This is an optimization exercise on Yosys and OpenROAD, whose aim is small area, not a production implementation.
In this exercise RTL edits were held to simulation tests only and were not proved equivalent to the original.
No activity file was given, so power comes from the tool's default toggle rates.

==> design/flow/run.sh <==
#!/bin/bash
# synth_recipe.tcl (not shown) runs the flow's synth.tcl, then flattens the netlist and writes it again
# the make line also repeats each setting of config.mk as NAME=value (left out here)
make -C /OpenROAD-flow-scripts/flow DESIGN_CONFIG=/design/flow/config.mk WORK_HOME=/design/flow/orfs CLKGATE_MAP_FILE= SYNTH_SCRIPT=/design/flow/synth_recipe.tcl finish
==> design/flow/config.mk <==
export PLATFORM = sky130hd
export DESIGN_NAME = id_stage
export DESIGN_NICKNAME = id_stage
export VERILOG_FILES = /design/flow/design.v
export SDC_FILE = /design/flow/constraint.sdc
export NUM_CORES = 4
export LEC_CHECK = 0
export CAP_MARGIN = 20
export CORE_MARGIN = 2
export CORE_UTILIZATION = 30
export SLEW_MARGIN = 20
==> design/flow/constraint.sdc <==
create_clock -name core_clock -period 5.0 [get_ports {clk}]
set_input_delay 1.0000 -clock core_clock [delete_from_list [all_inputs] [get_ports {clk}]]
set_output_delay 1.0000 -clock core_clock [all_outputs]
set_load 0.01 [all_outputs]
==> design/flow/design.v <==
module id_stage #(
    parameter logic [31:0] NOP_INSTR = 32'h00000000
) (
    input  logic        clk,
    input  logic        rst_n,
    input  logic        if_valid,
    input  logic [31:0] if_instr,
    output logic        if_ready,
    output logic        ex_valid,
    input  logic        ex_ready,
    output logic [31:0] ex_instr,
    output logic [31:0] ex_gr1,
    output logic [31:0] ex_gr2,
    input  logic        flush,
    input  logic        wb_en,
    input  logic [4:0]  wb_addr,
    input  logic [31:0] wb_data
);
    logic [31:0] r_regs [1:31];
    logic [31:0] w_rf   [0:31];
    logic [4:0]  w_rs;
    logic [4:0]  w_rt;
    logic [31:0] w_op1;
    logic [31:0] w_op2;
    logic        w_accept;
    logic        r_ex_valid;
    logic [31:0] r_ex_instr;
    logic [31:0] r_ex_gr1;
    logic [31:0] r_ex_gr2;
    assign w_rf[0] = '0;
    genvar gi;
    generate
        for (gi = 1; gi < 32; gi++) begin : g_rf
            always_ff @(posedge clk or negedge rst_n) begin
                if (!rst_n) begin
                    r_regs[gi] <= '0;
                end else if (wb_en && (wb_addr == 5'(gi))) begin
                    r_regs[gi] <= wb_data;
                end
            end
            assign w_rf[gi] = r_regs[gi];
        end
    endgenerate
    assign w_rs = if_instr[25:21];
    assign w_rt = if_instr[20:16];
    assign w_op1 = w_rf[w_rs];
    assign w_op2 = w_rf[w_rt];
    assign if_ready = !flush && (!r_ex_valid || ex_ready);
    assign w_accept = if_valid && if_ready;
    always_ff @(posedge clk or negedge rst_n) begin
        if (!rst_n) begin
            r_ex_valid <= 1'b0;
            r_ex_instr <= NOP_INSTR;
            r_ex_gr1   <= '0;
            r_ex_gr2   <= '0;
        end else if (flush) begin
            r_ex_valid <= 1'b0;
            r_ex_instr <= NOP_INSTR;
            r_ex_gr1   <= '0;
            r_ex_gr2   <= '0;
        end else if (w_accept) begin
            r_ex_valid <= 1'b1;
            r_ex_instr <= if_instr;
            r_ex_gr1   <= w_op1;
            r_ex_gr2   <= w_op2;
        end else if (ex_ready) begin
            r_ex_valid <= 1'b0;
        end
    end
    assign ex_valid = r_ex_valid;
    assign ex_instr = r_ex_instr;
    assign ex_gr1   = r_ex_gr1;
    assign ex_gr2   = r_ex_gr2;
endmodule
==> results of run 1 <==
state kept, by name, indices dropped and copies added (netlist names):
| signal | count |
|---|---|
| r_ex_gr1 | 32 |
| r_ex_gr2 | 32 |
| r_ex_instr | 32 |
| r_ex_valid | 1 |
| r_regs | 992 |
layout by cell type, fill, tap and decap left out, types with 26 or more instances in the layout:
master	instances
nor2_1	105
clkbuf_16	119
dfrtp_1	1089
mux2i_1	230
nor3_1	29
o21ai_0	26
a221oi_1	39
nand3_1	35
nor2_4	50
nand2_1	205
and3_1	30
a22o_1	45
a21oi_1	113
clkdlybuf4s50_1	149
buf_12	47
a22oi_1	545
buf_4	170
nand4_1	78
clkbuf_8	34
mux2_2	1005
o22ai_1	64
a31oi_1	26
logic make-up (layout without fill, tap and decap cells):
logic type,count (synthesis),count (layout)
AO/OA/AOI/OAI,1022,1022
buffers and inverters,423,602
other,0,17
AND/OR/NAND/NOR,687,687
multiplexers,1251,1251
flip-flops,1089,1089
final timing paths:
path / start / endpoint / slack (ns)
worst max-delay path: if_instr[17] / r_ex_gr2[27] / 1.50
worst min-delay path: rst_n / r_regs[28][27] / 0.31
worst max register to register: r_ex_valid / r_ex_gr2[2] / 2.36
worst min register to register: r_ex_instr[20] / r_ex_instr[20] / 0.51
max in group asynchronous: rst_n / r_regs[18][7] / 3.47
min in group core_clock: r_ex_instr[20] / r_ex_instr[20] / 0.51
power by group through the flow:
stage	clock network, uW	logic [uW]	registers (uW)
after floorplan	0	2420	11500
after global placement	0	3470	12000
after detailed placement	0	3560	12100
after CTS	9220	3570	11900
after global routing	9590	3840	12200
final	9190	3620	12000
metrics by stage:
| step | setup slack, ns | area, um^2 | cells | hold slack, ns |
|---|---|---|---|---|
| CTS | 1.51 | 63700 | 7021 | 0.343 |
| floorplan | 2.49 | 54600 | 4472 | 0.475 |
| finish | 1.50 | 63700 | 7038 | 0.311 |
| global route | 1.39 | 63600 | 7027 | 0.352 |
| global placement | 0.904 | 59600 | 6808 | 0.487 |
| detailed placement | 0.876 | 59600 | 6808 | 0.495 |
worst max-delay path, delay by kind of cell:
kind | cells | cell delay, ns
and+or+nand+nor | 3 | 1.72
AOI/OAI and AO/OA | 3 | 0.43
buffers and inverters | 2 | 0.97
layer usage:
metal	global-route usage, %	vias up	routed length (um)
met5	0	-	174
met4	19.4	19	22200
met3	8.62	1163	32700
met2	40.0	3836	111000
met1	34.1	23200	95300
li1	-	17300	-
area by class of cell:
type / instances / area (um^2)
diodes: 17 / 42.5
clock buffers: 177 / 3540
clock inverters: 36 / 526
fillers: 17800 / 117000
inverters: 1 / 3.75
multi-input cells: 2960 / 25500
flip-flops and latches: 1089 / 27300
well taps: 2370 / 2970
repair buffers: 388 / 3840
==> flow_metrics.py, run 1 <==
metrics = {
    "worst_setup_path": {
        "arrival_ns": 4.17,
        "path_cells": "buf_2 -> nand3b_1 -> nor2_4 -> buf_4 -> a22o_1 -> a221oi_1 -> and3_1 -> a32oi_1",
        "slowest_stage": "nor2_4",
        "end_kind": "flip-flop",
        "cp-start-kind": "primary input",
        "reg2reg_depth": 7,
        "cp_max_fo": 25,
        "worst-setup-path-type": "in2reg",
        "required_ns": 5.68,
        "critical-path-max-stage-delay_ns": 0.95,
    },
    "floorplanning": {
        "dieArea_um2": 185000,
        "ios": 173,
        "rows": 156,
        "fp.dieH_um": 431,
        "die_width_um": 431,
        "fp.coreArea_um2": 181000,
        "start_util_pct": 30.2,
    },
    "pwr": {
        "powerDensity_nw_per_um2": 390,
        "intPower_uw": 17600,
        "power.net_switching_uw": 7240,
        "p_leak_uw": 0.0269,
        "power.total_uw": 24800,
        "p_sw_share_pct": 29.2,
        "vdd_drop_max_uv": 324,
        "pwr-share-seq_pct": 48.4,
        "power_frac_clock_pct": 37.0,
        "p_comb_share_pct": 14.6,
    },
    "synth": {
        "ys.warnings.count": 3,
        "syn_area_um2": 54600,
        "synth-adder-area-share_pct": 0,
        "synth_area_leader_cell": "dfrtp_1",
        "syn_avg_cell_area_um2": 12.2,
        "synth_cells": 4472,
        "synth_edf_count": 0,
        "ys_top_cells_by_area": "dfrtp_1 (50%), mux2_2 (21%), a22oi_1 (7.5%), mux2i_1 (4.2%), buf_2 (1.6%)",
        "synth-async-reset-ratio_pct": 100,
        "synth_most_common_cell": "dfrtp_1",
        "ys_types": 75,
        "synth.area.mux_share_pct": 25.5,
        "synthTopCellsByCount": "dfrtp_1 (1089), mux2_2 (1005), a22oi_1 (545), mux2i_1 (230), nand2_1 (216)",
        "synthFlopType": "dfrtp_1",
        "synth_top_area_share_pct": 49.9,
        "syn_nets": 4547,
        "synthXorXnorAreaFrac_pct": 0,
        "synth_seq_cells": 1089,
        "seq_area_frac_synth_pct": 49.9,
        "synth-simple-area-share_pct": 6.67,
        "synth_compound_area_share_pct": 13.9,
        "synth_top_family_by_area": "multiplexers",
    },
    "clocking": {
        "clk_pin_slew_ns": 0.06,
        "clockRootBuffer": "clkbuf_16",
        "post_cts_buffers": 0,
        "cts-resized-gates": 0,
        "worst_skew_pair.late_latency_ns": 0.81,
        "clock_sinks": 1089,
        "cts_buffer_depth": 3,
        "htreeDepth": 3,
        "cts_buffers": 119,
        "hold_buffers": 0,
        "tritoncts": "yes",
    },
    "sta": {
        "hold_viol": 0,
        "clock_skew_ns": 0.0794,
        "maxSlewHeadroom_pct": 14.9,
        "tightest_slew_ns": 1.27,
        "final.min_clock_period_ns": 3.50,
        "timing.fmax_mhz": 286,
        "period_share_pct": 69.9,
        "fin_setup_tns_ns": 0,
        "slew_viol_final": 0,
        "rsz0062_at_grt": "false",
        "setup_viol_count_final": 0,
    },
    "layout": {
        "finish.utilization_pct": 35.2,
        "nets": 4634,
        "drive_gt1_share_pct": 33.5,
        "synthToLayoutAreaGrowth_pct": 16.6,
    },
    "route": {
        "vias": 45500,
        "routed_wirelength_um": 261000,
        "drt_iter0_drc": 7516,
        "ant_nets": 0,
        "first_pass_iters": 9,
        "post-route-drc-count": 0,
        "wl_per_cell_um": 37.1,
        "viasPerCell": 6.47,
    },
    "worst_hold_path": {
        "hp-class": "in2async",
    },
    "place": {
        "routabilityCongestion": 0.978,
        "dp_hpwl_um": 160000,
        "io_buffers": 172,
    },
    "status": {
        "status": "no timing/DRC/antenna violations",
    },
    "grt": {
        "grt_pass1_wl_um": 358000,
        "grt_start_max_net_pins": 100,
        "globalRouteOverflowTotal": 0,
        "antenna_found_initial": 20,
        "grt_usage_pct": 27.4,
        "grt_pass1_vias": 44400,
    },
    "run": {
        "maxCapViolations": 0,
    },
}
==> inputs of run 2 (changes only) <==
==> design/flow/design.v (replaced) <==
module id_stage_rf_wmux (
    input  logic        wen,
    input  logic        keep,
    input  logic [31:0] d,
    input  logic [31:0] q,
    output logic [31:0] y
);
    assign y = ({32{wen}} & d) | ({32{keep}} & q);
endmodule
module id_stage_rf_rbit (
    input  logic [31:0] sel,
    input  logic [31:0] d,
    output logic        y
);
    assign y = |(sel & d);
endmodule
module id_stage #(
    parameter logic [31:0] NOP_INSTR = 32'h00000000
) (
    input  logic        clk,
    input  logic        rst_n,
    input  logic        if_valid,
    input  logic [31:0] if_instr,
    output logic        if_ready,
    output logic        ex_valid,
    input  logic        ex_ready,
    output logic [31:0] ex_instr,
    output logic [31:0] ex_gr1,
    output logic [31:0] ex_gr2,
    input  logic        flush,
    input  logic        wb_en,
    input  logic [4:0]  wb_addr,
    input  logic [31:0] wb_data
);
    logic [31:0] r_regs [1:31];
    logic [31:0] w_next [1:31];
    logic [31:1] r_wr;
    logic [31:1] w_wen;
    logic [31:0] w_sel1;
    logic [31:0] w_sel2;
    logic [4:0]  w_rs;
    logic [4:0]  w_rt;
    logic        w_accept;
    logic        w_hold;
    logic [31:0] w_d1;
    logic [31:0] w_d2;
    logic        r_ex_valid;
    logic [31:0] r_ex_instr;
    logic [31:0] r_ex_gr1;
    logic [31:0] r_ex_gr2;
    assign w_rs = if_instr[25:21];
    assign w_rt = if_instr[20:16];
    assign if_ready = !flush && (!r_ex_valid || ex_ready);
    assign w_accept = if_valid && if_ready;
    assign w_hold   = !flush && !w_accept;
    assign w_sel1[0] = w_hold;
    assign w_sel2[0] = w_hold;
    genvar gi, gj;
    generate
        for (gi = 1; gi < 32; gi++) begin : g_rf
            assign w_wen[gi]  = wb_en && (wb_addr == 5'(gi));
            assign w_sel1[gi] = w_accept && r_wr[gi] && (w_rs == 5'(gi));
            assign w_sel2[gi] = w_accept && r_wr[gi] && (w_rt == 5'(gi));
            id_stage_rf_wmux u_wmux (
                .wen(w_wen[gi]), .keep(!w_wen[gi]), .d(wb_data), .q(r_regs[gi]), .y(w_next[gi])
            );
            always_ff @(posedge clk) begin
                r_regs[gi] <= w_next[gi];
            end
            always_ff @(posedge clk or negedge rst_n) begin
                if (!rst_n)          r_wr[gi] <= 1'b0;
                else if (w_wen[gi])  r_wr[gi] <= 1'b1;
            end
        end
        for (gj = 0; gj < 32; gj++) begin : g_rd
            logic [31:0] w_col1;
            logic [31:0] w_col2;
            assign w_col1[0] = r_ex_gr1[gj];
            assign w_col2[0] = r_ex_gr2[gj];
            for (gi = 1; gi < 32; gi++) begin : g_col
                assign w_col1[gi] = r_regs[gi][gj];
                assign w_col2[gi] = r_regs[gi][gj];
            end
            id_stage_rf_rbit u_rd1 (.sel(w_sel1), .d(w_col1), .y(w_d1[gj]));
            id_stage_rf_rbit u_rd2 (.sel(w_sel2), .d(w_col2), .y(w_d2[gj]));
        end
    endgenerate
    always_ff @(posedge clk or negedge rst_n) begin
        if (!rst_n) begin
            r_ex_valid <= 1'b0;
            r_ex_instr <= NOP_INSTR;
            r_ex_gr1   <= '0;
            r_ex_gr2   <= '0;
        end else begin
            r_ex_gr1 <= w_d1;
            r_ex_gr2 <= w_d2;
            if (flush) begin
                r_ex_valid <= 1'b0;
                r_ex_instr <= NOP_INSTR;
            end else if (w_accept) begin
                r_ex_valid <= 1'b1;
                r_ex_instr <= if_instr;
            end else if (ex_ready) begin
                r_ex_valid <= 1'b0;
            end
        end
    end
    assign ex_valid = r_ex_valid;
    assign ex_instr = r_ex_instr;
    assign ex_gr1   = r_ex_gr1;
    assign ex_gr2   = r_ex_gr2;
endmodule
--- a/design/flow/config.mk
+++ b/design/flow/config.mk
@@ -11 +11,3 @@
 export SLEW_MARGIN = 20
+export SYNTH_HIERARCHICAL = 1
+export SYNTH_MINIMUM_KEEP_SIZE = 0
==> flow_metrics.py, run 2 <==
metrics = {
    "status": {
        "status": "no timing/DRC/antenna violations",
    },
    "floorplanning": {
        "fp.coreArea_um2": 154000,
        "die_width_um": 397,
        "start_util_pct": 30.1,
        "fp.dieH_um": 397,
        "rows": 144,
        "ios": 173,
        "dieArea_um2": 157000,
    },
    "sta": {
        "clock_skew_ns": 0.0480,
        "period_share_pct": 72.8,
        "setup_viol_count_final": 0,
        "hold_viol": 0,
        "maxSlewHeadroom_pct": 12.0,
        "slew_viol_final": 0,
        "fin_setup_tns_ns": 0,
        "timing.fmax_mhz": 275,
        "final.min_clock_period_ns": 3.64,
        "rsz0062_at_grt": "false",
        "tightest_slew_ns": 1.32,
    },
    "clocking": {
        "cts_buffers": 116,
        "cts-resized-gates": 0,
        "cts_buffer_depth": 3,
        "clock_sinks": 1120,
        "worst_skew_pair.late_latency_ns": 0.78,
        "post_cts_buffers": 0,
        "hold_buffers": 0,
        "clk_pin_slew_ns": 0.07,
        "clockRootBuffer": "clkbuf_16",
        "htreeDepth": 3,
        "tritoncts": "yes",
    },
    "worst_setup_path": {
        "crit_end": "r_ex_gr2[11]",
        "cp_max_fo": 23,
        "crit_start": "flush",
        "worst-setup-path-type": "in2reg",
        "cp-start-kind": "primary input",
        "rrSetupSlack_ns": 1.71,
        "rr_startpoint": "r_ex_valid",
        "critical-path-max-stage-delay_ns": 1.16,
        "path_cells": "clkdlybuf4s50_1 -> nand2b_1 -> buf_4 -> nor4b_2 -> and3_2 -> buf_4 -> a22oi_2 -> nand4_1 -> or4_1",
        "reg2reg_depth": 8,
        "required_ns": 5.69,
        "slowest_stage": "and3_2",
        "crit_top_cell": "buf_4",
        "arrival_ns": 4.32,
        "r2r_end": "r_ex_gr2[11]",
        "end_kind": "flip-flop",
    },
    "synth": {
        "synth_most_common_cell": "dfxtp_1",
        "ys_top_cells_by_area": "dfxtp_1 (43%), a22o_1 (18%), a22oi_1 (16%), dfrtp_1 (6.9%), buf_6 (4.7%)",
        "synth_area_leader_cell": "dfxtp_1",
        "synth_edf_count": 0,
        "syn_avg_cell_area_um2": 11.7,
        "seq_area_frac_synth_pct": 49.9,
        "synth_seq_cells": 1120,
        "synth-async-reset-ratio_pct": 11.4,
        "syn_nets": 4033,
        "ys.warnings.count": 10,
        "synth_top_area_share_pct": 43.0,
        "synth_cells": 3958,
        "synthTopCellsByCount": "dfxtp_1 (992), a22oi_1 (960), a22o_1 (932), nand4_1 (256), buf_6 (192)",
        "synthFlopType": "dfxtp_1",
        "syn_area_um2": 46200,
        "ys_types": 35,
    },
    "route": {
        "viasPerCell": 6.78,
        "ant_nets": 0,
        "wl_per_cell_um": 34.3,
        "vias": 42900,
        "routed_wirelength_um": 217000,
        "post-route-drc-count": 0,
        "drt_iter0_drc": 7088,
        "first_pass_iters": 7,
    },
    "layout": {
        "layout_common_cells": "dfxtp_1 (992), a22oi_1 (960), a22o_1 (932)",
        "regMostFlops": "r_regs",
        "fillCellCount": 15200,
        "final_cells": 6326,
        "layout_commonest_cell": "dfxtp_1",
        "nets": 4253,
        "largest_reg_flops": 992,
        "synthToLayoutAreaGrowth_pct": 16.1,
        "drive_gt1_share_pct": 14.5,
    },
    "grt": {
        "globalRouteOverflowTotal": 0,
        "grt_usage_pct": 26.3,
        "grt_pass1_vias": 40600,
        "grt_pass1_wl_um": 303000,
        "grt_start_max_net_pins": 88,
        "antenna_found_initial": 14,
    },
    "pwr": {
        "vdd_drop_max_uv": 302,
        "p_leak_uw": 0.0214,
        "powerDensity_nw_per_um2": 438,
    },
    "place": {
        "post-place-cells": 6104,
        "routabilityCongestion": 0.902,
        "io_buffers": 172,
        "dp_hpwl_um": 129000,
    },
    "run": {
        "maxCapViolations": 0,
    },
    "worst_hold_path": {
        "hp-class": "in2async",
    },
}
==> run 2: worst max-delay path, delay by kind of cell <==
kind            cells  cell delay [ns]
compound gates      1             0.08
buf+inv             3             1.07
simple gates        5             2.15
==> run 2: cells by family (layout without fill, tap and decap cells) <==
group                  after synthesis  in the layout  share of synthesized area [%]
muxes                               30             30                          0.731
DFF                               1120           1120                           49.9
AOI/OAI and AO/OA                 2019           2019                           36.3
buffers and inverters              263            584                           5.52
and+or+nand+nor                    526            526                           7.50
other                                0              3                              0
==> run 2: final cells by class <==
cell class | count | area (um^2) | area share (%)
tap | 2044 | 2560 | 4.77
antenna | 3 | 7.51 | 0.0140
sequential | 1120 | 23100 | 43.0
multi-input combinational | 2575 | 20800 | 38.7
inverter | 31 | 116 | 0.217
clock buffer | 172 | 3430 | 6.38
timing repair buffer | 334 | 3120 | 5.82
clock inverter | 47 | 597 | 1.11
==> run 2: power by group <==
| group | total (uW) | switching (uW) | leakage, uW | internal [uW] |
|---|---|---|---|---|
| Clock | 9190 | 3920 | 0.00197 | 5270 |
| Sequential | 12100 | 1430 | 0.00993 | 10600 |
| Combinational | 2220 | 888 | 0.00946 | 1330 |
==> run 2: worst min-delay path by stage <==
| stage | startpoint | endpoint | slack (ns) | cells after the start |
|---|---|---|---|---|
| 2_1_floorplan | r_wr[10] | r_wr[10] | 0.44 | 1 |
| 3_3_place_gp | r_wr[18] | r_wr[18] | 0.46 | 1 |
| 3_5_place_dp | r_wr[27] | r_wr[27] | 0.46 | 1 |
| 4_1_cts | rst_n | r_ex_gr2[15] | 0.19 | 1 |
| 5_1_grt | rst_n | r_ex_gr2[15] | 0.22 | 1 |
| 6_report | rst_n | r_ex_gr2[15] | 0.19 | 1 |
==> run 2: through the flow <==
step / hold slack [ns] / worst slack (ns) / total power (uW) / utilization [%] / area [um^2]
final: 0.191 / 1.36 / 23500 / 35.0 / 53700
after floorplan: 0.440 / 1.69 / 13300 / - / 46200
after global placement: 0.458 / 0.774 / 14200 / 32.3 / 49600
after CTS: 0.191 / 1.49 / 23400 / 35.0 / 53700
after detailed placement: 0.460 / 0.743 / 14300 / 32.3 / 49600
after global routing: 0.221 / 1.42 / 24200 / 35.0 / 53700
==> run 2: routing by layer <==
metal / vias up / GRT usage [%] / wire length [um]
met5: - / 0 / 112
li1: 17100 / - / -
met4: 16 / 15.6 / 15200
met1: 20900 / 34.0 / 82700
met2: 3861 / 37.8 / 88800
met3: 967 / 8.75 / 30400
==> run 2: per-module statistics from Yosys, one instance, submodules excluded <==
module            cell area [um^2]  flip-flops and latches  cells
id_stage                     25300                    1120   1436
id_stage_rf_rbit               158                       0     21
id_stage_rf_wmux               350                       0     38
==> inputs of run 3 (changes only) <==
--- a/design/flow/design.v
+++ b/design/flow/design.v
@@ -9,2 +9,22 @@
 endmodule
+module id_stage_rf_ao3 (
+    input  logic [2:0] sel,
+    input  logic [2:0] d,
+    output logic       y_n
+);
+    assign y_n = !(|(sel & d));
+endmodule
+module id_stage_rf_ao2 (
+    input  logic [1:0] sel,
+    input  logic [1:0] d,
+    output logic       y_n
+);
+    assign y_n = !(|(sel & d));
+endmodule
+module id_stage_rf_or11 (
+    input  logic [10:0] a_n,
+    output logic        y
+);
+    assign y = !(&a_n);
+endmodule
 module id_stage_rf_rbit (
@@ -14,3 +34,13 @@
 );
-    assign y = |(sel & d);
+    logic [10:0] w_g_n;
+    genvar gk;
+    generate
+        for (gk = 0; gk < 10; gk++) begin : g_ao3
+            id_stage_rf_ao3 u_ao3 (.sel(sel[3*gk +: 3]), .d(d[3*gk +: 3]), .y_n(w_g_n[gk]));
+        end
+    endgenerate
+    id_stage_rf_ao2 u_ao2 (.sel(sel[31:30]), .d(d[31:30]), .y_n(w_g_n[10]));
+    id_stage_rf_or11 u_or (.a_n(w_g_n), .y(w_d));
+    logic w_d;
+    assign y = w_d;
 endmodule
@@ -46,2 +76,3 @@
     logic [31:0] w_d2;
+    logic [31:0] w_instr;
     logic        r_ex_valid;
@@ -87,2 +118,5 @@
     endgenerate
+    id_stage_rf_wmux u_imux (
+        .wen(w_accept), .keep(w_hold), .d(if_instr), .q(r_ex_instr), .y(w_instr)
+    );
     always_ff @(posedge clk or negedge rst_n) begin
@@ -96,8 +130,7 @@
             r_ex_gr2 <= w_d2;
+            r_ex_instr <= w_instr | ({32{flush}} & NOP_INSTR);
             if (flush) begin
                 r_ex_valid <= 1'b0;
-                r_ex_instr <= NOP_INSTR;
             end else if (w_accept) begin
                 r_ex_valid <= 1'b1;
-                r_ex_instr <= if_instr;
             end else if (ex_ready) begin
--- a/design/flow/config.mk
+++ b/design/flow/config.mk
@@ -9,3 +9,4 @@
 export CORE_MARGIN = 2
-export CORE_UTILIZATION = 30
+export CORE_UTILIZATION = 40
+export CTS_BUF_LIST = sky130_fd_sc_hd__clkbuf_4
 export SLEW_MARGIN = 20
==> flow_metrics.py, run 3 <==
metrics = {
    "status": {
        "status": "no timing/DRC/antenna violations",
    },
    "pwr": {
        "p_comb_share_pct": 10.0,
        "intPower_uw": 16400,
        "vdd_drop_max_uv": 191,
        "powerDensity_nw_per_um2": 428,
        "power.net_switching_uw": 6310,
        "p_sw_share_pct": 27.8,
        "pwr-share-seq_pct": 53.0,
        "power_frac_clock_pct": 37.0,
        "p_leak_uw": 0.0213,
    },
    "sta": {
        "hold_viol": 0,
        "fin_setup_tns_ns": 0,
        "whs_ns": 0.416,
        "maxSlewHeadroom_pct": 30.4,
        "setup_viol_count_final": 0,
        "timing.fmax_mhz": 273,
        "period_share_pct": 73.2,
        "rsz0062_at_grt": "false",
        "clock_skew_ns": 0.127,
        "slew_viol_final": 0,
        "final.min_clock_period_ns": 3.66,
        "tightest_slew_ns": 1.04,
    },
    "synth": {
        "synth_area_leader_cell": "dfxtp_1",
        "seq_area_frac_synth_pct": 50.9,
        "synth_top_area_share_pct": 43.9,
        "ys_types": 39,
        "synth_seq_cells": 1120,
        "syn_area_um2": 45300,
        "synth_most_common_cell": "dfxtp_1",
        "ys.warnings.count": 10,
        "ys_top_cells_by_area": "dfxtp_1 (44%), a22o_1 (19%), a222oi_1 (14%), dfrtp_1 (7.1%), buf_6 (4.8%)",
        "synthFlopType": "dfxtp_1",
        "syn_nets": 3720,
        "synth_edf_count": 0,
        "synthTopCellsByCount": "dfxtp_1 (992), a22o_1 (960), a222oi_1 (640), buf_6 (194), nand4_1 (133)",
        "syn_avg_cell_area_um2": 12.4,
        "synth_cells": 3645,
        "synth-async-reset-ratio_pct": 11.4,
    },
    "layout": {
        "layout_commonest_cell": "dfxtp_1",
        "drive_gt1_share_pct": 21.7,
        "nets": 4129,
        "layout_common_cells": "dfxtp_1 (992), a22o_1 (960), a222oi_1 (640)",
        "largest_reg_flops": 992,
        "synthToLayoutAreaGrowth_pct": 17.1,
        "regMostFlops": "r_regs",
    },
    "grt": {
        "grt_usage_pct": 34.9,
        "grt_start_max_net_pins": 67,
        "grt_pass1_wl_um": 299000,
        "grt_pass1_vias": 42000,
        "antenna_found_initial": 9,
        "globalRouteOverflowTotal": 0,
    },
    "floorplanning": {
        "fp.dieH_um": 340,
        "ios": 173,
        "rows": 123,
        "start_util_pct": 40.3,
        "fp.coreArea_um2": 112000,
        "die_width_um": 340,
        "dieArea_um2": 116000,
    },
    "clocking": {
        "post_cts_buffers": 0,
        "clockRootBuffer": "clkbuf_4",
        "tritoncts": "yes",
        "cts_buffer_depth": 4,
        "cts_buffers": 314,
        "clock_sinks": 1120,
        "htreeDepth": 5,
        "clk_pin_slew_ns": 0.07,
        "worst_skew_pair.late_latency_ns": 1.24,
        "hold_buffers": 1,
        "cts-resized-gates": 0,
    },
    "worst_setup_path": {
        "reg2reg_depth": 8,
        "rrSetupSlack_ns": 1.78,
        "path_cells": "nor2b_4 -> nor2_1 -> clkdlybuf4s50_1",
        "required_ns": 4.00,
        "critical-path-max-stage-delay_ns": 0.55,
        "arrival_ns": 2.66,
        "slowest_stage": "nor2b_4",
        "worst-setup-path-type": "reg2out",
        "cp-start-kind": "flip-flop",
        "r2r_end": "r_ex_gr2[1]",
        "rr_startpoint": "r_ex_valid",
        "end_kind": "output pin",
        "cp_max_fo": 16,
    },
    "route": {
        "routed_wirelength_um": 212000,
        "viasPerCell": 7.54,
        "wl_per_cell_um": 36.8,
        "ant_nets": 0,
        "drt_iter0_drc": 9416,
        "post-route-drc-count": 0,
        "vias": 43400,
        "first_pass_iters": 12,
    },
    "place": {
        "dp_hpwl_um": 119000,
        "io_buffers": 172,
        "routabilityCongestion": 0.902,
    },
    "run": {
        "maxCapViolations": 0,
    },
    "worst_hold_path": {
        "hp-class": "in2reg",
        "hold_start": "wb_data[26]",
        "hold_end": "r_regs[26][26]",
        "min_path_cells": 2,
    },
}
-- run 3: changes by cell type in the layout (fill, tap and decap cells not counted), sizes merged, moves of 31 or more --
cell / previous run / this run
a22oi: 1024 / 64
or4: 64 / 0
nand3: 0 / 73
nor4: 6 / 62
buf: 164 / 206
clkinv: 27 / 63
or3: 1 / 65
nand4: 256 / 133
a21o: 0 / 31
a222oi: 0 / 640
clkbuf: 172 / 445
and3: 59 / 0
nor2b: 37 / 3
-- run 3: power by group through the flow --
| stage | Sequential, uW | Clock [uW] | Combinational [uW] |
|---|---|---|---|
| 2_1_floorplan | 11800 | 0 | 1560 |
| 4_1_cts | 12000 | 8460 | 2210 |
| 3_3_place_gp | 12100 | 0 | 2130 |
| 5_1_grt | 12200 | 8960 | 2420 |
| 6_report | 12000 | 8400 | 2270 |
| 3_5_place_dp | 12100 | 0 | 2210 |
-- run 3: critical path, delay by kind of cell, from the launching register on --
kind | cells | cell delay (ns)
buffers and inverters | 1 | 0.51
DFF | 1 | 0.37
and+or+nand+nor | 2 | 0.63
-- run 3: kinds of logic (layout without fill, tap and decap cells) --
group                  Yosys count  count (layout)  share of synthesized area, %
AO/OA/AOI/OAI                 1761            1761                          36.4
buffers and inverters          280             893                          5.88
flip-flops                    1120            1120                          50.9
other                            0               4                             0
AND/OR/NAND/NOR                484             484                          6.74
-- run 3: metal layers --
layer  wire, um  vias to the layer above  part of all wire, %  GRT usage, %
met4      14700                        4                  6.9          21.4
met2      87500                     4091                   41          50.3
met5         21                        -               0.0099             0
met1      77700                    21100                   37          43.5
met3      32200                     1002                   15          14.1
li1           -                    17300                    -             -
-- run 3: final cells by class --
cell class	instances	area (um^2)
Fill cell	10300	59300
Sequential cell	1120	23100
Multi-Input combinational cell	2245	20300
Timing Repair Buffer	372	3910
Clock buffer	445	3340
Tap cell	1500	1880
Clock inverter	75	482
Antenna cell	4	10.0
Inverter	1	3.75
-- run 3: stage by stage --
stage	setup slack [ns]	instances	utilization, %	area (um^2)	power, uW
2_1_floorplan	0.431	3645	-	45300	13300
3_3_place_gp	0.834	5236	43.8	49200	14200
3_5_place_dp	0.819	5237	43.7	49200	14300
4_1_cts	1.22	5758	47.2	53000	22600
5_1_grt	1.18	5759	47.2	53000	23600
6_report	1.34	5762	47.2	53000	22700
-- run 3: how the worst max path moves through the flow --
| stage | depth (start not counted) | from | to | slack [ns] |
|---|---|---|---|---|
| finish | 3 | r_ex_valid | if_ready | 1.34 |
| detailed placement | 9 | ex_ready | r_ex_gr1[21] | 0.82 |
| CTS | 3 | r_ex_valid | if_ready | 1.22 |
| floorplan | 7 | flush | r_ex_gr2[0] | 0.43 |
| global route | 3 | r_ex_valid | if_ready | 1.18 |
| global placement | 9 | ex_ready | r_ex_gr1[21] | 0.83 |
-- run 3: modules after synthesis (local to each module, per instance), excerpt --
module            flops+latches  copies in the design  cells  cell area (um^2)
id_stage_rf_ao2               0                    64      1              12.5
id_stage_rf_ao3               0                   640      1              10.0
id_stage                   1120                     1   1469             25300
id_stage_rf_wmux              0                    32     38               350
id_stage_rf_or11              0                    64      4              23.8
==> inputs of run 4 (changes only) <==
==> design/flow/flow/run.sh (new file) <==
#!/bin/bash
set -o pipefail
export BUFFER_PORTS_ARGS="-buffer_cell sky130_fd_sc_hd__buf_1"
export CTS_ARGS="-sink_clustering_enable -repair_clock_nets -dont_use_dummy_load -buf_list sky130_fd_sc_hd__clkbuf_8 -sink_clustering_size 14 -sink_clustering_max_diameter 70"
bash standard.sh finish > standard.log 2>&1
==> design/flow/standard.sh (new file) <==
#!/bin/bash
# synth_recipe.tcl (not shown) runs the flow's synth.tcl, then flattens the netlist and writes it again
# the make line also repeats each setting of config.mk as NAME=value (left out here)
make -C /OpenROAD-flow-scripts/flow DESIGN_CONFIG=/design/flow/config.mk WORK_HOME=/design/flow/orfs CLKGATE_MAP_FILE= SYNTH_SCRIPT=/design/flow/synth_recipe.tcl "${@:-finish}"
--- a/design/flow/config.mk
+++ b/design/flow/config.mk
@@ -9,4 +9,4 @@
 export CORE_MARGIN = 2
-export CORE_UTILIZATION = 40
-export CTS_BUF_LIST = sky130_fd_sc_hd__clkbuf_4
+export CORE_UTILIZATION = 60
+export PLACE_DENSITY = 0.7
 export SLEW_MARGIN = 20
removed: design/flow/run.sh
==> flow_metrics.py, run 4 <==
metrics = {
    "status": {
        "status": "no timing/DRC/antenna violations",
    },
    "pwr": {
        "pwr-share-seq_pct": 64.1,
        "intPower_uw": 13500,
        "powerDensity_nw_per_um2": 395,
        "power.total_uw": 18900,
        "p_comb_share_pct": 11.8,
        "vdd_drop_max_uv": 301,
        "p_leak_uw": 0.0190,
        "power_frac_clock_pct": 24.2,
        "p_sw_share_pct": 28.8,
        "power.net_switching_uw": 5440,
    },
    "synth": {
        "synth-async-reset-ratio_pct": 11.4,
        "synth_area_leader_cell": "dfxtp_1",
        "ys_top_cells_by_area": "dfxtp_1 (44%), a22o_1 (19%), a222oi_1 (14%), dfrtp_1 (7.1%), buf_6 (4.8%)",
        "ys.warnings.count": 10,
        "synth_most_common_cell": "dfxtp_1",
        "syn_area_um2": 45300,
        "syn_nets": 3720,
        "synth_edf_count": 0,
        "syn_avg_cell_area_um2": 12.4,
        "synth_top_area_share_pct": 43.9,
        "synthTopCellsByCount": "dfxtp_1 (992), a22o_1 (960), a222oi_1 (640), buf_6 (194), nand4_1 (133)",
        "synth_seq_cells": 1120,
        "seq_area_frac_synth_pct": 50.9,
        "synthFlopType": "dfxtp_1",
        "ys_types": 39,
        "synth_cells": 3645,
    },
    "clocking": {
        "clk_pin_slew_ns": 0.09,
        "htreeDepth": 3,
        "worst_skew_pair.late_latency_ns": 0.79,
        "cts-resized-gates": 0,
        "clock_sinks": 1120,
        "hold_buffers": 0,
        "cts_buffers": 90,
        "post_cts_buffers": 0,
        "clockRootBuffer": "clkbuf_8",
        "tritoncts": "yes",
        "cts_buffer_depth": 3,
    },
    "worst_setup_path": {
        "cp-start-kind": "primary input",
        "reg2reg_depth": 7,
        "path_cells": "buf_1 -> nand3b_1 -> nor4_2 -> buf_4 -> a222oi_1 -> nand4_1 -> or3_1",
        "cp_max_fo": 25,
        "arrival_ns": 4.40,
        "crit_buf_inv": 2,
        "critical-path-max-stage-delay_ns": 1.03,
        "critPathTopFamily": "simple AND/OR/NAND/NOR gates",
        "worst-setup-path-type": "in2reg",
        "crit_cells": 7,
        "required_ns": 5.67,
        "end_kind": "flip-flop",
        "slowest_stage": "nor4_2",
    },
    "sta": {
        "slew_viol_final": 0,
        "timing.fmax_mhz": 268,
        "maxSlewHeadroom_pct": 14.1,
        "tightest_slew_ns": 1.28,
        "rsz0062_at_grt": "false",
        "fin_setup_tns_ns": 0,
        "hold_viol": 0,
        "clock_skew_ns": 0.0908,
        "final.min_clock_period_ns": 3.73,
        "period_share_pct": 74.6,
        "setup_viol_count_final": 0,
    },
    "floorplanning": {
        "dieArea_um2": 77700,
        "rows": 100,
        "fp.dieH_um": 279,
        "die_width_um": 279,
        "ios": 173,
        "start_util_pct": 60.7,
        "fp.coreArea_um2": 74600,
    },
    "layout": {
        "layout_common_cells": "dfxtp_1 (992), a22o_1 (960), a222oi_1 (640)",
        "largest_reg_flops": 992,
        "nets": 3874,
        "drive_gt1_share_pct": 13.2,
        "synthToLayoutAreaGrowth_pct": 5.58,
        "final_cells": 4771,
        "layout_commonest_cell": "dfxtp_1",
        "regMostFlops": "r_regs",
    },
    "grt": {
        "grt_pass1_vias": 40600,
        "grt_start_max_net_pins": 70,
        "globalRouteOverflowTotal": 0,
        "grt_usage_pct": 47.2,
        "grt_pass1_wl_um": 274000,
        "antenna_found_initial": 17,
    },
    "route": {
        "vias": 42500,
        "wl_per_cell_um": 40.5,
        "first_pass_iters": 15,
        "drt_iter0_drc": 10800,
        "routed_wirelength_um": 193000,
        "viasPerCell": 8.92,
        "ant_nets": 0,
        "post-route-drc-count": 0,
    },
    "place": {
        "post-place-cells": 4674,
        "io_buffers": 172,
        "dp_hpwl_um": 111000,
        "routabilityCongestion": 0.992,
    },
    "run": {
        "maxCapViolations": 0,
    },
    "worst_hold_path": {
        "hp-class": "in2async",
    },
}
[run 4: cell counts after synthesis]
Identical to the previous run, type by type.
[run 4: routing by layer]
metal  track usage, %  vias to the layer above  part of all wire, %  wire length (um)
met5                0                        -                0.049                94
met4             25.4                       16                  6.8             13100
met3             22.6                     1124                   18             35400
met2             65.7                     4363                   40             77400
met1             60.1                    20600                   35             67300
li1                 -                    16400                    -                 -
[run 4: cell families after synthesis]
family                 Yosys count  synth area share, %
AOI/OAI and AO/OA             1761                 36.4
DFF                           1120                 50.9
and+or+nand+nor                484                 6.74
buffers and inverters          280                 5.88
[run 4: final timing paths]
| check | endpoint | slack, ns | from |
|---|---|---|---|
| max | r_ex_gr1[24] | 1.27 | if_instr[23] |
| min | r_ex_instr[2] | 0.18 | rst_n |
| max reg2reg | r_ex_gr2[7] | 1.40 | r_ex_valid |
| min reg2reg | r_wr[24] | 0.50 | r_wr[24] |
| max in group asynchronous | r_ex_gr1[11] | 3.90 | rst_n |
| min in group core_clock | r_wr[24] | 0.50 | r_wr[24] |
[run 4: worst register-to-register path, delay by kind of cell (launching register included)]
| kind | cells | cell delay [ns] |
|---|---|---|
| simple gates | 4 | 1.81 |
| compound gates | 1 | 0.73 |
| flops | 1 | 0.39 |
| buf+inv | 2 | 0.59 |
[run 4: power by group through the flow]
stage	Combinational, uW	Sequential [uW]	Clock (uW)
global placement	2020	12100	0
detailed placement	2130	12200	0
floorplan	1560	11800	0
CTS	2130	12000	4530
finish	2220	12100	4570
global route	2340	12200	4840
[run 4: final cells by class]
type	count	area, um^2
Fill cell	5850	26800
Multi-Input combinational cell	2245	20200
Inverter	1	3.75
Antenna cell	5	12.5
Sequential cell	1120	23100
Clock buffer	90	1240
Tap cell	969	1210
Timing Repair Buffer	341	2050
[run 4: modules after synthesis, one instance, submodules excluded, a selection]
module            flops+latches  cells
id_stage_rf_or11              0      4
id_stage_rf_wmux              0     38
id_stage_rf_ao3               0      1
id_stage                   1120   1469
id_stage_rf_ao2               0      1
[run 4: stage by stage]
step | area [um^2] | hold slack [ns] | utilization [%] | worst slack (ns)
global placement | 46500 | 0.465 | 62.3 | 1.02
finish | 47800 | 0.184 | 64.1 | 1.27
detailed placement | 46500 | 0.474 | 62.3 | 0.925
CTS | 47700 | 0.172 | 64.0 | 1.61
global route | 47800 | 0.194 | 64.1 | 1.32
floorplan | 45300 | 0.433 | - | 0.431
==> inputs of run 5 (changes only) <==
--- a/design/flow/design.v
+++ b/design/flow/design.v
@@ -8,2 +8,11 @@
     assign y = ({32{wen}} & d) | ({32{keep}} & q);
+endmodule
+module id_stage_rf_wmux_n (
+    input  logic        wen,
+    input  logic        keep,
+    input  logic [31:0] d,
+    input  logic [31:0] q,
+    output logic [31:0] y_n
+);
+    assign y_n = ~(({32{wen}} & d) | ({32{keep}} & q));
 endmodule
@@ -23,7 +32,7 @@
 endmodule
-module id_stage_rf_or11 (
+module id_stage_rf_and11 (
     input  logic [10:0] a_n,
-    output logic        y
+    output logic        y_n
 );
-    assign y = !(&a_n);
+    assign y_n = &a_n;
 endmodule
@@ -32,3 +41,3 @@
     input  logic [31:0] d,
-    output logic        y
+    output logic        y_n
 );
@@ -42,5 +51,3 @@
     id_stage_rf_ao2 u_ao2 (.sel(sel[31:30]), .d(d[31:30]), .y_n(w_g_n[10]));
-    id_stage_rf_or11 u_or (.a_n(w_g_n), .y(w_d));
-    logic w_d;
-    assign y = w_d;
+    id_stage_rf_and11 u_and (.a_n(w_g_n), .y_n(y_n));
 endmodule
@@ -74,9 +81,10 @@
     logic        w_hold;
-    logic [31:0] w_d1;
-    logic [31:0] w_d2;
-    logic [31:0] w_instr;
+    logic [31:0] w_d1_n;
+    logic [31:0] w_d2_n;
+    logic [31:0] w_instr_n;
+    logic        r_zero;
     logic        r_ex_valid;
-    logic [31:0] r_ex_instr;
-    logic [31:0] r_ex_gr1;
-    logic [31:0] r_ex_gr2;
+    logic [31:0] r_ex_instr_n;
+    logic [31:0] r_ex_gr1_n;
+    logic [31:0] r_ex_gr2_n;
     assign w_rs = if_instr[25:21];
@@ -108,4 +116,4 @@
             logic [31:0] w_col2;
-            assign w_col1[0] = r_ex_gr1[gj];
-            assign w_col2[0] = r_ex_gr2[gj];
+            assign w_col1[0] = ex_gr1[gj];
+            assign w_col2[0] = ex_gr2[gj];
             for (gi = 1; gi < 32; gi++) begin : g_col
@@ -114,9 +122,18 @@
             end
-            id_stage_rf_rbit u_rd1 (.sel(w_sel1), .d(w_col1), .y(w_d1[gj]));
-            id_stage_rf_rbit u_rd2 (.sel(w_sel2), .d(w_col2), .y(w_d2[gj]));
+            id_stage_rf_rbit u_rd1 (.sel(w_sel1), .d(w_col1), .y_n(w_d1_n[gj]));
+            id_stage_rf_rbit u_rd2 (.sel(w_sel2), .d(w_col2), .y_n(w_d2_n[gj]));
         end
     endgenerate
-    id_stage_rf_wmux u_imux (
-        .wen(w_accept), .keep(w_hold), .d(if_instr), .q(r_ex_instr), .y(w_instr)
+    id_stage_rf_wmux_n u_imux (
+        .wen(w_accept), .keep(w_hold), .d(if_instr), .q(ex_instr), .y_n(w_instr_n)
     );
+    always_ff @(posedge clk or negedge rst_n) begin
+        if (!rst_n) r_zero <= 1'b1;
+        else        r_zero <= 1'b0;
+    end
+    always_ff @(posedge clk) begin
+        r_ex_gr1_n   <= w_d1_n;
+        r_ex_gr2_n   <= w_d2_n;
+        r_ex_instr_n <= w_instr_n & ~({32{flush}} & NOP_INSTR);
+    end
     always_ff @(posedge clk or negedge rst_n) begin
@@ -124,9 +141,3 @@
             r_ex_valid <= 1'b0;
-            r_ex_instr <= NOP_INSTR;
-            r_ex_gr1   <= '0;
-            r_ex_gr2   <= '0;
         end else begin
-            r_ex_gr1 <= w_d1;
-            r_ex_gr2 <= w_d2;
-            r_ex_instr <= w_instr | ({32{flush}} & NOP_INSTR);
             if (flush) begin
@@ -141,5 +152,5 @@
     assign ex_valid = r_ex_valid;
-    assign ex_instr = r_ex_instr;
-    assign ex_gr1   = r_ex_gr1;
-    assign ex_gr2   = r_ex_gr2;
+    assign ex_instr = ~(r_ex_instr_n | {32{r_zero}}) | ({32{r_zero}} & NOP_INSTR);
+    assign ex_gr1   = ~(r_ex_gr1_n | {32{r_zero}});
+    assign ex_gr2   = ~(r_ex_gr2_n | {32{r_zero}});
 endmodule
==> flow_metrics.py, run 5 <==
metrics = {
    "floorplanning": {
        "fp.coreArea_um2": 74100,
        "start_util_pct": 60.4,
        "die_width_um": 277,
        "fp.dieH_um": 277,
        "dieArea_um2": 76800,
        "rows": 100,
        "ios": 173,
    },
    "layout": {
        "layout_common_cells": "dfxtp_1 (1088), a22o_1 (930), a222oi_1 (640)",
        "regMostFlops": "r_regs",
        "largest_reg_flops": 992,
        "synthToLayoutAreaGrowth_pct": 4.58,
        "drive_gt1_share_pct": 12.8,
        "nets": 3925,
        "layout_commonest_cell": "dfxtp_1",
    },
    "synth": {
        "synth_top_area_share_pct": 48.7,
        "syn_area_um2": 44700,
        "ys_top_cells_by_area": "dfxtp_1 (49%), a22o_1 (18%), a222oi_1 (14%), buf_6 (4.8%), a22oi_2 (1.8%)",
        "synth_area_leader_cell": "dfxtp_1",
        "synth_cells": 3647,
        "ys.warnings.count": 10,
        "ys_types": 40,
        "synth-async-reset-ratio_pct": 2.94,
        "syn_nets": 3722,
        "synth_most_common_cell": "dfxtp_1",
        "synth_seq_cells": 1121,
        "synthTopCellsByCount": "dfxtp_1 (1088), a22o_1 (930), a222oi_1 (640), buf_6 (190), nand4_1 (128)",
        "seq_area_frac_synth_pct": 50.5,
        "synthFlopType": "dfxtp_1",
        "synth_edf_count": 0,
        "syn_avg_cell_area_um2": 12.3,
    },
    "grt": {
        "grt_start_max_net_pins": 66,
        "grt_pass1_vias": 41600,
        "grt_usage_pct": 49.6,
        "globalRouteOverflowTotal": 0,
        "grt_pass1_wl_um": 283000,
        "antenna_found_initial": 4,
    },
    "route": {
        "routed_wirelength_um": 201000,
        "vias": 43100,
        "ant_nets": 0,
        "first_pass_iters": 15,
        "wl_per_cell_um": 41.8,
        "drt_iter0_drc": 11400,
        "viasPerCell": 8.94,
        "post-route-drc-count": 0,
    },
    "clocking": {
        "clockRootBuffer": "clkbuf_8",
        "clock_sinks": 1121,
        "cts_buffer_depth": 3,
        "worst_skew_pair.late_latency_ns": 0.77,
        "cts_buffers": 90,
        "htreeDepth": 3,
        "hold_buffers": 0,
        "cts-resized-gates": 0,
        "clk_pin_slew_ns": 0.09,
        "post_cts_buffers": 0,
        "tritoncts": "yes",
    },
    "sta": {
        "fin_setup_tns_ns": 0,
        "setup_viol_count_final": 0,
        "hold_viol": 0,
        "rsz0062_at_grt": "false",
        "timing.fmax_mhz": 271,
        "tightest_slew_ns": 1.35,
        "slew_viol_final": 0,
        "maxSlewHeadroom_pct": 9.85,
        "clock_skew_ns": 0.0605,
        "final.min_clock_period_ns": 3.68,
        "period_share_pct": 73.7,
    },
    "worst_setup_path": {
        "worst-setup-path-type": "reg2out",
        "end_kind": "output pin",
        "slowest_stage": "dfstp_4",
        "required_ns": 4.00,
        "path_cells": "nor2_1 -> buf_1",
        "cp-start-kind": "flip-flop",
        "arrival_ns": 2.68,
        "critical-path-max-stage-delay_ns": 1.17,
        "cp_max_fo": 65,
    },
    "place": {
        "dp_hpwl_um": 114000,
        "routabilityCongestion": 1.04,
        "io_buffers": 172,
    },
    "pwr": {
        "vdd_drop_max_uv": 266,
        "p_leak_uw": 0.0188,
        "power.total_uw": 18800,
        "powerDensity_nw_per_um2": 401,
    },
    "worst_hold_path": {
        "hp-class": "in2async",
    },
    "status": {
        "status": "no timing/DRC/antenna violations",
    },
    "run": {
        "maxCapViolations": 0,
    },
}
## run 5: cell types whose count changed in the layout (fill, tap and decap cells not counted), moves of 49 or more
cell,delta
nor2_1,+101
dfrtp_1,-96
dfxtp_1,+96
nor3_2,+65
or3_1,-65
and3_1,+57
nor4_2,-49
## run 5: kinds of logic (layout without fill, tap and decap cells)
family	count (synthesis)	count (layout)	share of synthesized area, %
other	1	5	0.00838
AND/OR/NAND/NOR	526	526	7.45
AO/OA/AOI/OAI	1728	1728	36.2
buffers and inverters	271	472	5.77
flip-flops	1121	1121	50.5
## run 5: worst max-delay path: cells and delay by family (launching register included)
family	cells	cell delay [ns]
DFF	1	1.17
buffers and inverters	1	0.22
and+or+nand+nor	1	0.42
## run 5: worst paths after layout
path	from	end	slack, ns	depth (start not counted)
min	rst_n	r_wr[3]	0.35	1
max in group asynchronous	rst_n	r_ex_valid	4.06	1
max	r_zero	ex_gr1[27]	1.32	2
min in group core_clock	if_instr[0]	r_ex_instr_n[0]	0.43	2
max reg2reg	r_ex_valid	r_ex_gr2_n[17]	1.47	7
min reg2reg	r_wr[4]	r_wr[4]	0.49	1
## run 5: through the flow
| step | cell area [um^2] | setup slack [ns] | cells | utilization [%] | hold slack, ns |
|---|---|---|---|---|---|
| after global routing | 46800 | 1.31 | 4818 | 63.2 | 0.435 |
| after global placement | 45500 | 1.09 | 4727 | 61.5 | 0.460 |
| after floorplan | 44700 | 0.576 | 3647 | - | 0.438 |
| final | 46800 | 1.32 | 4821 | 63.2 | 0.351 |
| after CTS | 46800 | 1.35 | 4817 | 63.1 | 0.344 |
| after detailed placement | 45500 | 1.04 | 4727 | 61.5 | 0.465 |
## run 5: cell type report
| cell class | count | area, um^2 |
|---|---|---|
| multi-input combinational | 2255 | 19600 |
| timing repair buffer | 351 | 2020 |
| fill | 5834 | 27300 |
| sequential | 1121 | 22600 |
| antenna | 4 | 10.0 |
| clock buffer | 90 | 1240 |
| inverter | 31 | 116 |
| tap | 969 | 1210 |
## run 5: where the power goes
part | switching (uW) | internal, uW | total (uW)
clock network | 3010 | 1610 | 4620
registers | 1420 | 10600 | 12000
logic | 914 | 1190 | 2100
total | 5340 | 13400 | 18800
## run 5: routing by layer
layer  track usage (%)  wire [um]  vias to the layer above
li1                  -          -                    16400
met1              60.6      67100                    20600
met2              68.4      79000                     4857
met3              25.4      39600                     1235
met4              31.8      15700                        6
met5             0.625        115                        -
## run 5: Yosys stat by module (local to each module, per instance), excerpt
module / flops+latches / cells / copies in the design / area [um^2]
id_stage: 1121 / 1471 / 1 / 24600
id_stage_rf_wmux: 0 / 38 / 31 / 350
id_stage_rf_wmux_n: 0 / 38 / 1 / 289
id_stage_rf_and11: 0 / 4 / 64 / 27.5
id_stage_rf_ao2: 0 / 1 / 64 / 12.5
id_stage_rf_ao3: 0 / 1 / 640 / 10.0
==> inputs of run 6 (changes only) <==
--- a/design/flow/design.v
+++ b/design/flow/design.v
@@ -25,15 +25,2 @@
 endmodule
-module id_stage_rf_ao2 (
-    input  logic [1:0] sel,
-    input  logic [1:0] d,
-    output logic       y_n
-);
-    assign y_n = !(|(sel & d));
-endmodule
-module id_stage_rf_and11 (
-    input  logic [10:0] a_n,
-    output logic        y_n
-);
-    assign y_n = &a_n;
-endmodule
 module id_stage_rf_rbit (
@@ -50,4 +37,4 @@
     endgenerate
-    id_stage_rf_ao2 u_ao2 (.sel(sel[31:30]), .d(d[31:30]), .y_n(w_g_n[10]));
-    id_stage_rf_and11 u_and (.a_n(w_g_n), .y_n(y_n));
+    assign w_g_n[10] = !(|(sel[31:30] & d[31:30]));
+    assign y_n = &w_g_n;
 endmodule
==> design/flow/flow/run.sh (replaced) <==
#!/bin/bash
set -o pipefail
export BUFFER_PORTS_ARGS="-buffer_cell sky130_fd_sc_hd__buf_1"
export GLOBAL_PLACEMENT_ARGS="-timing_driven_net_reweight_overflow {30}"
export CTS_ARGS="-sink_clustering_enable -repair_clock_nets -dont_use_dummy_load -buf_list sky130_fd_sc_hd__clkbuf_8 -sink_clustering_size 14 -sink_clustering_max_diameter 70"
bash standard.sh finish > standard.log 2>&1
==> flow_metrics.py, run 6 <==
metrics = {
    "place": {
        "dp_hpwl_um": 107000,
        "placed_area_um2": 45000,
        "io_buffers": 172,
        "routabilityCongestion": 1.01,
    },
    "pwr": {
        "vdd_drop_max_uv": 329,
        "powerDensity_nw_per_um2": 402,
        "p_leak_uw": 0.0187,
    },
    "layout": {
        "synthToLayoutAreaGrowth_pct": 3.74,
        "largest_reg_flops": 992,
        "multi_input_area_um2": 19600,
        "fillCellCount": 5815,
        "finish.utilization_pct": 63.2,
        "drive_gt1_share_pct": 12.0,
        "layout_commonest_cell": "dfxtp_1",
        "stdcell_area_um2": 46300,
        "seq_area_um2": 22600,
        "nets": 3850,
        "regMostFlops": "r_regs",
        "layout_common_cells": "dfxtp_1 (1088), a22o_1 (994), a222oi_1 (640)",
    },
    "worst_setup_path": {
        "cp-start-kind": "flip-flop",
        "rr_startpoint": "r_ex_valid",
        "required_ns": 4.00,
        "reg2reg_depth": 6,
        "critical-path-max-stage-delay_ns": 1.20,
        "r2r_end": "r_ex_gr1_n[30]",
        "worst-setup-path-type": "reg2out",
        "arrival_ns": 2.74,
        "crit_end": "ex_gr1[19]",
        "end_kind": "output pin",
        "rrSetupSlack_ns": 1.54,
        "crit_start": "r_zero",
        "cp_max_fo": 80,
        "path_cells": "nor2_1 -> buf_1",
        "slowest_stage": "dfstp_4",
    },
    "synth": {
        "syn_area_um2": 44600,
        "syn_nets": 3722,
        "synthTopCellsByCount": "dfxtp_1 (1088), a22o_1 (994), a222oi_1 (640), buf_6 (190), nand4_1 (128)",
        "synth-async-reset-ratio_pct": 2.94,
        "ys_types": 40,
        "synth_most_common_cell": "dfxtp_1",
        "synth_cells": 3647,
        "synthFlopType": "dfxtp_1",
        "synth_edf_count": 0,
        "synth_top_area_share_pct": 48.9,
        "syn_avg_cell_area_um2": 12.2,
        "seq_area_frac_synth_pct": 50.7,
        "ys_top_cells_by_area": "dfxtp_1 (49%), a22o_1 (20%), a222oi_1 (14%), buf_6 (4.8%), dfrtp_1 (1.8%)",
        "synth_seq_cells": 1121,
        "ys.warnings.count": 10,
        "synth_area_leader_cell": "dfxtp_1",
    },
    "sta": {
        "timing.fmax_mhz": 268,
        "final.min_clock_period_ns": 3.74,
        "slew_viol_final": 0,
        "fin_setup_tns_ns": 0,
        "clock_skew_ns": 0.0650,
        "hold_viol": 0,
        "rsz0062_at_grt": "false",
        "tightest_slew_ns": 1.17,
        "setup_viol_count_final": 0,
        "maxSlewHeadroom_pct": 22.1,
        "period_share_pct": 74.8,
    },
    "floorplanning": {
        "rows": 99,
        "die_width_um": 277,
        "ios": 173,
        "fp.dieH_um": 277,
        "fp.coreArea_um2": 73200,
        "dieArea_um2": 76500,
        "start_util_pct": 60.9,
    },
    "route": {
        "routed_wirelength_um": 186000,
        "wl_per_cell_um": 39.3,
        "ant_nets": 0,
        "drt_iter0_drc": 10600,
        "vias": 41500,
        "first_pass_iters": 14,
        "viasPerCell": 8.77,
        "post-route-drc-count": 0,
    },
    "status": {
        "status": "no timing/DRC/antenna violations",
    },
    "worst_hold_path": {
        "hp-class": "in2async",
    },
    "clocking": {
        "tritoncts": "yes",
        "post_cts_buffers": 0,
        "cts_buffer_depth": 3,
        "cts-resized-gates": 0,
        "cts_buffers": 90,
        "hold_buffers": 0,
        "clock_sinks": 1121,
        "clockRootBuffer": "clkbuf_8",
        "htreeDepth": 3,
        "clk_pin_slew_ns": 0.10,
        "worst_skew_pair.late_latency_ns": 0.76,
    },
    "grt": {
        "grt_pass1_vias": 40300,
        "grt_usage_pct": 45.9,
        "globalRouteOverflowTotal": 0,
        "grt_pass1_wl_um": 266000,
        "antenna_found_initial": 12,
        "grt_start_max_net_pins": 86,
    },
    "run": {
        "maxCapViolations": 0,
    },
}
run 6: cell count changes in the layout (fill, tap and decap cells not counted), moves of 3 or more:
cell / before / now
buf_4: 177 / 99
a22o_1: 930 / 994
a22oi_2: 64 / 0
nand3_1: 65 / 1
nor3_2: 65 / 1
nor4_2: 0 / 64
and3_1: 57 / 1
and3_2: 6 / 62
nand2_1: 28 / 66
nand2_2: 5 / 31
buf_1: 171 / 155
clkbuf_2: 1 / 17
clkinv_1: 0 / 4
buf_12: 2 / 5
run 6: per-module statistics from Yosys (local to each module, per instance):
| module | flops+latches | area (um^2) |
|---|---|---|
| id_stage_rf_rbit | 0 | 37.5 |
| id_stage_rf_ao3 | 0 | 10.0 |
| id_stage | 1121 | 24600 |
| id_stage_rf_wmux_n | 0 | 289 |
| id_stage_rf_wmux | 0 | 350 |
run 6: area by class of cell:
class                           count  area share (%)
Multi-Input combinational cell   2255            42.3
Inverter                           31           0.252
Clock buffer                       90            2.68
Antenna cell                        5          0.0271
Sequential cell                  1121            48.9
Tap cell                          959            2.59
Timing Repair Buffer              276            3.27
run 6: cells by family after synthesis:
group,Yosys count,synth area share (%)
DFF,1121,50.7
buffers and inverters,271,5.80
and+or+nand+nor,526,7.66
other,1,0.00841
AOI/OAI and AO/OA,1728,35.8
run 6: layer usage:
| layer | global-route usage [%] | vias to the layer above | share of wire, % |
|---|---|---|---|
| li1 | - | 16200 | - |
| met1 | 58.3 | 19900 | 35 |
| met2 | 67.6 | 4257 | 41 |
| met3 | 17.3 | 1080 | 17 |
| met4 | 24.8 | 12 | 7.0 |
| met5 | 0 | - | 0.046 |
run 6: how the worst min path moves through the flow:
stage	endpoint	from	slack (ns)
after floorplan	r_wr[1]	r_wr[1]	0.44
after global placement	r_wr[2]	r_wr[2]	0.46
after detailed placement	r_wr[5]	r_wr[5]	0.46
after CTS	r_ex_instr_n[6]	if_instr[6]	0.42
after global routing	r_ex_instr_n[6]	if_instr[6]	0.43
final	r_wr[13]	rst_n	0.44
run 6: where the power goes:
group	leakage, uW	switching, uW	internal (uW)
sequential	0.00942	1380	10600
clock	0.000647	2950	1610
combinational	0.00861	875	1170
total	0.0187	5210	13400
run 6: worst max-delay path: cells and delay by family (launching register included):
| kind | cells | cell delay (ns) |
|---|---|---|
| buf+inv | 1 | 0.23 |
| flops | 1 | 1.20 |
| simple gates | 1 | 0.43 |
run 6: stage by stage:
step | cells | hold slack [ns] | worst slack, ns | total power (uW)
floorplan | 3647 | 0.438 | 0.613 | 13200
global placement | 4642 | 0.456 | 1.13 | 13800
detailed placement | 4642 | 0.461 | 1.07 | 14000
CTS | 4732 | 0.423 | 1.33 | 18400
global route | 4736 | 0.426 | 1.24 | 19200
finish | 4737 | 0.437 | 1.26 | 18600
==> inputs of run 7 (changes only) <==
--- a/design/flow/config.mk
+++ b/design/flow/config.mk
@@ -9,4 +9,4 @@
 export CORE_MARGIN = 2
-export CORE_UTILIZATION = 60
-export PLACE_DENSITY = 0.7
+export CORE_UTILIZATION = 50
+export PLACE_DENSITY = 0.6
 export SLEW_MARGIN = 20
==> flow_metrics.py, run 7 <==
metrics = {
    "floorplanning": {
        "rows": 109,
        "die_width_um": 303,
        "fp.dieH_um": 303,
        "fp.coreArea_um2": 88400,
        "dieArea_um2": 91600,
        "ios": 173,
        "start_util_pct": 50.4,
    },
    "pwr": {
        "vdd_drop_max_uv": 240,
        "powerDensity_nw_per_um2": 401,
        "p_comb_share_pct": 11.0,
        "p_sw_share_pct": 28.1,
        "p_leak_uw": 0.0185,
        "power.net_switching_uw": 5220,
        "pwr-share-seq_pct": 64.4,
        "power_frac_clock_pct": 24.7,
        "intPower_uw": 13400,
    },
    "sta": {
        "fin_setup_tns_ns": 0,
        "rsz0062_at_grt": "false",
        "maxSlewHeadroom_pct": 15.4,
        "timing.fmax_mhz": 262,
        "period_share_pct": 76.3,
        "final.min_clock_period_ns": 3.81,
        "slew_viol_final": 0,
        "hold_viol": 0,
        "tightest_slew_ns": 1.27,
        "whs_ns": 0.161,
        "fin_ws_ns": 1.19,
        "clock_skew_ns": 0.0501,
        "setup_viol_count_final": 0,
    },
    "route": {
        "wl_per_cell_um": 39.3,
        "vias": 41100,
        "routed-wl-met2_um": 80200,
        "drt_iter0_drc": 9827,
        "routed_wirelength_um": 194000,
        "wl_met1_um": 71100,
        "top_layer": "met5",
        "ant_nets": 0,
        "post-route-drc-count": 0,
        "first_pass_iters": 15,
        "met3_length_um": 31100,
        "viasPerCell": 8.34,
    },
    "synth": {
        "synth_seq_cells": 1121,
        "synthFlopType": "dfxtp_1",
        "ys_types": 40,
        "synth_cells": 3647,
        "syn_nets": 3722,
        "ys_top_cells_by_area": "dfxtp_1 (49%), a22o_1 (20%), a222oi_1 (14%), buf_6 (4.8%), dfrtp_1 (1.8%)",
        "synth_area_leader_cell": "dfxtp_1",
        "ys.warnings.count": 10,
        "syn_avg_cell_area_um2": 12.2,
        "synthTopCellsByCount": "dfxtp_1 (1088), a22o_1 (994), a222oi_1 (640), buf_6 (190), nand4_1 (128)",
        "seq_area_frac_synth_pct": 50.7,
        "syn_area_um2": 44600,
        "synth-async-reset-ratio_pct": 2.94,
        "synth_edf_count": 0,
        "synth_most_common_cell": "dfxtp_1",
        "synth_top_area_share_pct": 48.9,
    },
    "layout": {
        "synthToLayoutAreaGrowth_pct": 4.09,
        "layout_common_cells": "dfxtp_1 (1088), a22o_1 (994), a222oi_1 (640)",
        "drive_gt1_share_pct": 11.7,
        "largest_reg_flops": 992,
        "final_cells": 4932,
        "nets": 3839,
        "layout_commonest_cell": "dfxtp_1",
        "regMostFlops": "r_regs",
    },
    "worst_setup_path": {
        "r2r_end": "r_ex_gr2_n[23]",
        "cp-start-kind": "flip-flop",
        "rrSetupSlack_ns": 1.56,
        "end_kind": "output pin",
        "rr_startpoint": "r_ex_valid",
        "worst-setup-path-type": "reg2out",
        "reg2reg_depth": 6,
        "cp_max_fo": 71,
        "arrival_ns": 2.81,
        "required_ns": 4.00,
    },
    "run": {
        "maxCapViolations": 0,
    },
    "place": {
        "routabilityCongestion": 0.994,
        "post-place-cells": 4835,
        "io_buffers": 172,
        "dp_hpwl_um": 111000,
        "pre_cts_ws_ns": 0.978,
    },
    "clocking": {
        "cts_buffer_depth": 3,
        "cts-resized-gates": 0,
        "worst_skew_pair.late_latency_ns": 0.77,
        "post_cts_buffers": 0,
        "hold_buffers": 0,
        "cts_buffers": 90,
        "clock_sinks": 1121,
        "clk_pin_slew_ns": 0.10,
        "tritoncts": "yes",
        "clockRootBuffer": "clkbuf_8",
        "htreeDepth": 3,
    },
    "grt": {
        "grt_usage_pct": 40.2,
        "antenna_found_initial": 10,
        "grt_start_max_net_pins": 72,
        "grt_pass1_vias": 39400,
        "grt_pass1_wl_um": 273000,
        "globalRouteOverflowTotal": 0,
    },
    "status": {
        "status": "no timing/DRC/antenna violations",
    },
    "worst_hold_path": {
        "hp-class": "in2async",
    },
}
-- run 7: cell types whose count changed in the layout (fill, tap and decap cells not counted), sizes merged --
cell    change
buf        -11
inv        -20
clkinv     +20
-- run 7: final cells by class --
class / count / area (um^2)
fillers: 7685 / 42000
flip-flops and latches: 1121 / 22600
multi-input cells: 2255 / 19600
well taps: 1165 / 1460
repair buffers: 265 / 1400
clock buffers: 90 / 1240
inverters: 31 / 116
diodes: 5 / 12.5
-- run 7: cell families (layout without fill, tap and decap cells) --
logic type             count (synthesis)  in the layout  synth area share [%]
buffers and inverters                271            386                  5.80
AND/OR/NAND/NOR                      526            526                  7.66
flip-flops                          1121           1121                  50.7
other                                  1              6               0.00841
AO/OA/AOI/OAI                       1728           1728                  35.8
-- run 7: how the worst max path moves through the flow --
stage               startpoint       endpoint  slack, ns  cells past startpoint
finish                  r_zero     ex_gr1[12]       1.19                      3
global route            r_zero     ex_gr1[12]       1.15                      3
CTS                     r_zero     ex_gr1[12]       1.23                      3
detailed placement  wb_addr[0]  r_regs[3][31]       0.98                      7
global placement    wb_addr[2]  r_regs[2][31]       0.78                      6
floorplan             ex_ready  r_ex_gr1_n[0]       0.61                      7
-- run 7: per-module statistics from Yosys (local to each module, per instance) --
module / times used / area [um^2] / cells inside
id_stage_rf_wmux: 31 / 350 / 38
id_stage: 1 / 24600 / 1471
id_stage_rf_ao3: 640 / 10.0 / 1
id_stage_rf_rbit: 64 / 37.5 / 5
id_stage_rf_wmux_n: 1 / 289 / 38
-- run 7: worst max-delay path: stages, from the launching register on --
cell and delay, ns:
dfstp_4 1.10, buf_4 0.45, nor2_1 0.24, buf_1 0.19
-- run 7: per-stage QoR --
step                      util (%)  cell area, um^2  power (uW)
after global routing          52.5            46400       19200
after global placement        51.1            45100       13900
after CTS                     52.5            46400       18500
after floorplan                  -            44600       13200
after detailed placement      51.1            45100       14000
final                         52.5            46400       18600
-- run 7: power by group through the flow --
stage,logic (uW),registers [uW],clock network (uW)
global placement,1880,12000,0
CTS,1990,11900,4610
detailed placement,1980,12100,0
global route,2170,12100,4930
floorplan,1500,11700,0
finish,2050,12000,4590
-- run 7: routing by layer --
metal | vias up | GRT usage [%]
met5 | - | 0.569
met4 | 14 | 19.9
met3 | 840 | 16.0
met2 | 3839 | 58.1
met1 | 20200 | 52.0
li1 | 16200 | -

-- port drivers added, routing unchanged --
In the flow no input, the clock included, has a driving cell. The finished layouts below were timed again as built, in two steps. Step 1 sets driving cells, clkbuf_16 on the clock port and buf_2 on the other inputs (assumed; they add their load-dependent delay and slew). Step 2 also shifts input and output timing later by t, the mid clock arrival at the registers, as if the neighbouring blocks saw the same clock. Three values: ideal ports, drivers, drivers and shift; two values: the first two.
| run | shift t [ns] | slack for setup (ns) | worst slew at a driven data input, ns |
|---|---|---|---|
| run 1 | 0.853 | 1.505 / 1.452 / 0.598 | 0.16 |
| run 2 | 0.829 | 1.362 / 1.422 / 0.593 | 0.11 |
| run 3 | 1.238 | 1.341 / 1.275 / 0.642 | 0.06 |
| run 4 | 0.806 | 1.270 / 1.301 / 0.494 | 0.06 |
| run 5 | 0.807 | 1.317 / 1.247 / 0.721 | 0.07 |
| run 6 | 0.800 | 1.262 / 1.191 / 0.734 | 0.09 |
| run 7 | 0.819 | 1.187 / 1.118 / 0.791 | 0.10 |
After both steps setup and hold are still met in every run listed. The setup slack of run 1, which loses most, moves by -0.053 ns with the drivers and by -0.907 ns with both steps.
